This is an optimization exercise on Yosys and OpenROAD, whose aim is small area, not a production implementation. Only simulation tests tie the RTL to the original design; equivalence was not proved. No activity file was given, so power comes from the tool's default toggle rates.

## console_buffer
module console_buffer (
  input  logic       clk,
  input  logic       rst,
  input  logic       i_char_stb,
  input  logic [7:0] i_char,
  input  logic       i_alt_func_en,
  input  logic [2:0] i_tab_count,
  input  logic       i_clear_screen_stb,
  output logic       o_wr_char_rdy,
  input  logic       i_read_frame_stb,
  input  logic       i_char_req_en,
  output logic       o_char_rdy,
  output logic [7:0] o_char
);
Size in the first run: roughly 28 I/O pins, about 0.017 mm^2 of cells after synthesis.
Settings: LEC_CHECK=0, CAP_MARGIN=20, CORE_MARGIN=2, CORE_UTILIZATION=60, CTS_BUF_LIST=sky130_fd_sc_hd__clkbuf_8, CTS_CLUSTER_DIAMETER=60, CTS_CLUSTER_SIZE=16, SLEW_MARGIN=20, SYNTH_MEMORY_MAX_BITS=4096; clock period 5.0 ns.
standard.sh (not shown) runs the stock make flow with config.mk's settings and CLKGATE_MAP_FILE= SYNTH_SCRIPT=/design/flow/synth_recipe.tcl, a recipe that flattens the netlist after the stock synthesis.
==> flow/flow/run.sh <==
#!/bin/bash
# Standard layout, with port buffers of the smallest buffer and no dummy clock loads.
set -e
export BUFFER_PORTS_ARGS="-buffer_cell sky130_fd_sc_hd__buf_1"
export CTS_ARGS="-sink_clustering_enable -repair_clock_nets -dont_use_dummy_load -sink_clustering_size 11 -sink_clustering_max_diameter 60 -buf_list sky130_fd_sc_hd__clkbuf_4"
bash standard.sh > standard.log 2>&1
The baseline went through all stages and came out clean.
==> next run, changes <==
==> flow/flow/run.sh (replaced) <==
#!/bin/bash
# Standard layout, with port buffers of the smallest buffer and no dummy clock loads.
set -e
export BUFFER_PORTS_ARGS="-buffer_cell sky130_fd_sc_hd__buf_1"
export CTS_ARGS="-sink_clustering_enable -repair_clock_nets -dont_use_dummy_load -sink_clustering_size 18 -sink_clustering_max_diameter 90 -buf_list sky130_fd_sc_hd__clkbuf_8"
bash standard.sh > standard.log 2>&1
What happened: Cell area rose by 0.44%; sequential power is about the same; area after synthesis is unchanged; global-route usage fell by 0.11 points; sequential share of layout area fell by 0.28 points; setup slack improves by 140 ps.

---

Another version of the RTL of console_buffer (not shown whole).
Size in the first run: ~1,300 cells after synthesis, roughly 560 flip-flops, roughly 0.021 mm² of cells after synthesis.
==> flow/config.mk <==
export PLATFORM = sky130hd
export DESIGN_NAME = console_buffer
export DESIGN_NICKNAME = console_buffer
export VERILOG_FILES = /design/flow/design.v
export SDC_FILE = /design/flow/constraint.sdc
export NUM_CORES = 4
export LEC_CHECK = 0
export CAP_MARGIN = 20
export CORE_MARGIN = 2
export CORE_UTILIZATION = 60
export CTS_BUF_LIST = sky130_fd_sc_hd__clkbuf_8
export CTS_CLUSTER_DIAMETER = 60
export CTS_CLUSTER_SIZE = 16
export SLEW_MARGIN = 20
export SYNTH_MEMORY_MAX_BITS = 4096
==> flow/constraint.sdc <==
create_clock -name core_clock -period 5.0 [get_ports {clk}]
set_input_delay 1.0000 -clock core_clock [delete_from_list [all_inputs] [get_ports {clk}]]
set_output_delay 1.0000 -clock core_clock [all_outputs]
set_load 0.01 [all_outputs]
==> flow/flow/run.sh <==
#!/bin/bash
# Standard layout, with port buffers of the smallest buffer and no dummy clock loads.
set -e
export BUFFER_PORTS_ARGS="-buffer_cell sky130_fd_sc_hd__buf_1"
export CTS_ARGS="-sink_clustering_enable -repair_clock_nets -dont_use_dummy_load -sink_clustering_size 30 -sink_clustering_max_diameter 50 -buf_list sky130_fd_sc_hd__clkbuf_16"
bash standard.sh > standard.log 2>&1
The baseline ran to the end with no violations.
Change:
==> flow/flow/run.sh (replaced) <==
#!/bin/bash
# Standard layout, with port buffers of the smallest buffer and no dummy clock loads.
set -e
export BUFFER_PORTS_ARGS="-buffer_cell sky130_fd_sc_hd__buf_1"
export CTS_ARGS="-sink_clustering_enable -repair_clock_nets -dont_use_dummy_load -sink_clustering_size 20 -sink_clustering_max_diameter 45 -buf_list sky130_fd_sc_hd__clkbuf_8"
bash standard.sh > standard.log 2>&1
After rerunning:
- The new run finished with timing, DRC and antenna clean
- setup slack is worse by 0.045 ns
- area after synthesis is unchanged
- clock power drops by 26%
- final cell count is about the same
- non-clock buffer count is unchanged
- routed wire length decreases by 0.39%
Change:
==> flow/flow/run.sh (replaced) <==
#!/bin/bash
# Standard layout, with port buffers of the smallest buffer and no dummy clock loads.
set -e
export BUFFER_PORTS_ARGS="-buffer_cell sky130_fd_sc_hd__buf_1"
export CTS_ARGS="-sink_clustering_enable -repair_clock_nets -dont_use_dummy_load -sink_clustering_size 16 -sink_clustering_max_diameter 60 -buf_list sky130_fd_sc_hd__clkbuf_8"
bash standard.sh > standard.log 2>&1
- CAP_MARGIN: 20 -> 5
- CTS_BUF_LIST: sky130_fd_sc_hd__clkbuf_8 -> not set
- CTS_CLUSTER_DIAMETER: 60 -> not set
- CTS_CLUSTER_SIZE: 16 -> not set
- SLEW_MARGIN: 20 -> 5
Result: The new run produced a clean layout. Final area fell by about 0.45%. Critical path depth does not change. Cell count fell by about 0.34%.
Change:
- CAP_MARGIN: 5 -> 20
- CTS_BUF_LIST: not set -> sky130_fd_sc_hd__clkbuf_8
- CTS_CLUSTER_DIAMETER: not set -> 60
- CTS_CLUSTER_SIZE: not set -> 16
- SLEW_MARGIN: 5 -> 20
Effect: Register-to-register slack got worse by 0.06 ns; maximum frequency went down slightly; die area is unchanged; via count went up slightly; power is about the same; setup slack got worse by 0.065 ns; worst hold slack hardly moves; routed wire length went down slightly; synthesized area stays the same.

==> port drivers added, routing unchanged <==
The flow's constraints put no driver on any port. The routed layouts listed below were extracted and timed again, unchanged, in two steps.
Step 1 sets driving cells, clkbuf_16 on the clock port and buf_2 on the other inputs (assumed; they add their load-dependent delay and slew).
Step 2 adds t to the input delays and takes it off the output delays; t is the mean of the earliest and latest rising clock arrival at the registers after step 1. Input paths then give back, and output paths get back, about the clock's delay inside the block.
Three values: ideal ports, drivers, drivers and shift; two values: the first two.
| run | shift t [ns] | slack for setup (ns) | worst hold slack (ns) | worst setup path after step 2 | latest minus earliest clock arrival (ns) |
|---|---|---|---|---|---|
| the first run of note 1 | 0.749 | 1.581 / 1.532 / 2.241 | 0.284 / 0.284 / 0.284 | register to register | 0.081 / 0.080 |
| the second run of note 1 | 0.597 | 1.718 / 1.673 / 2.230 | 0.324 / 0.324 / 0.324 | register to register | 0.050 / 0.050 |
| the first run of note 2 | 0.592 | 1.319 / 1.319 / 1.319 | 0.521 / 0.521 / 0.521 | register to register | 0.052 / 0.052 |
| the second run of note 2 | 0.635 | 1.274 / 1.274 / 1.274 | 0.520 / 0.520 / 0.520 | register to register | 0.066 / 0.066 |
| the third run of note 2 | 0.663 | 1.394 / 1.394 / 1.394 | 0.524 / 0.524 / 0.524 | register to register | 0.046 / 0.046 |
| the fourth run of note 2 | 0.631 | 1.329 / 1.329 / 1.329 | 0.527 / 0.527 / 0.527 | register to register | 0.033 / 0.033 |
After both steps every run listed still meets setup and hold.
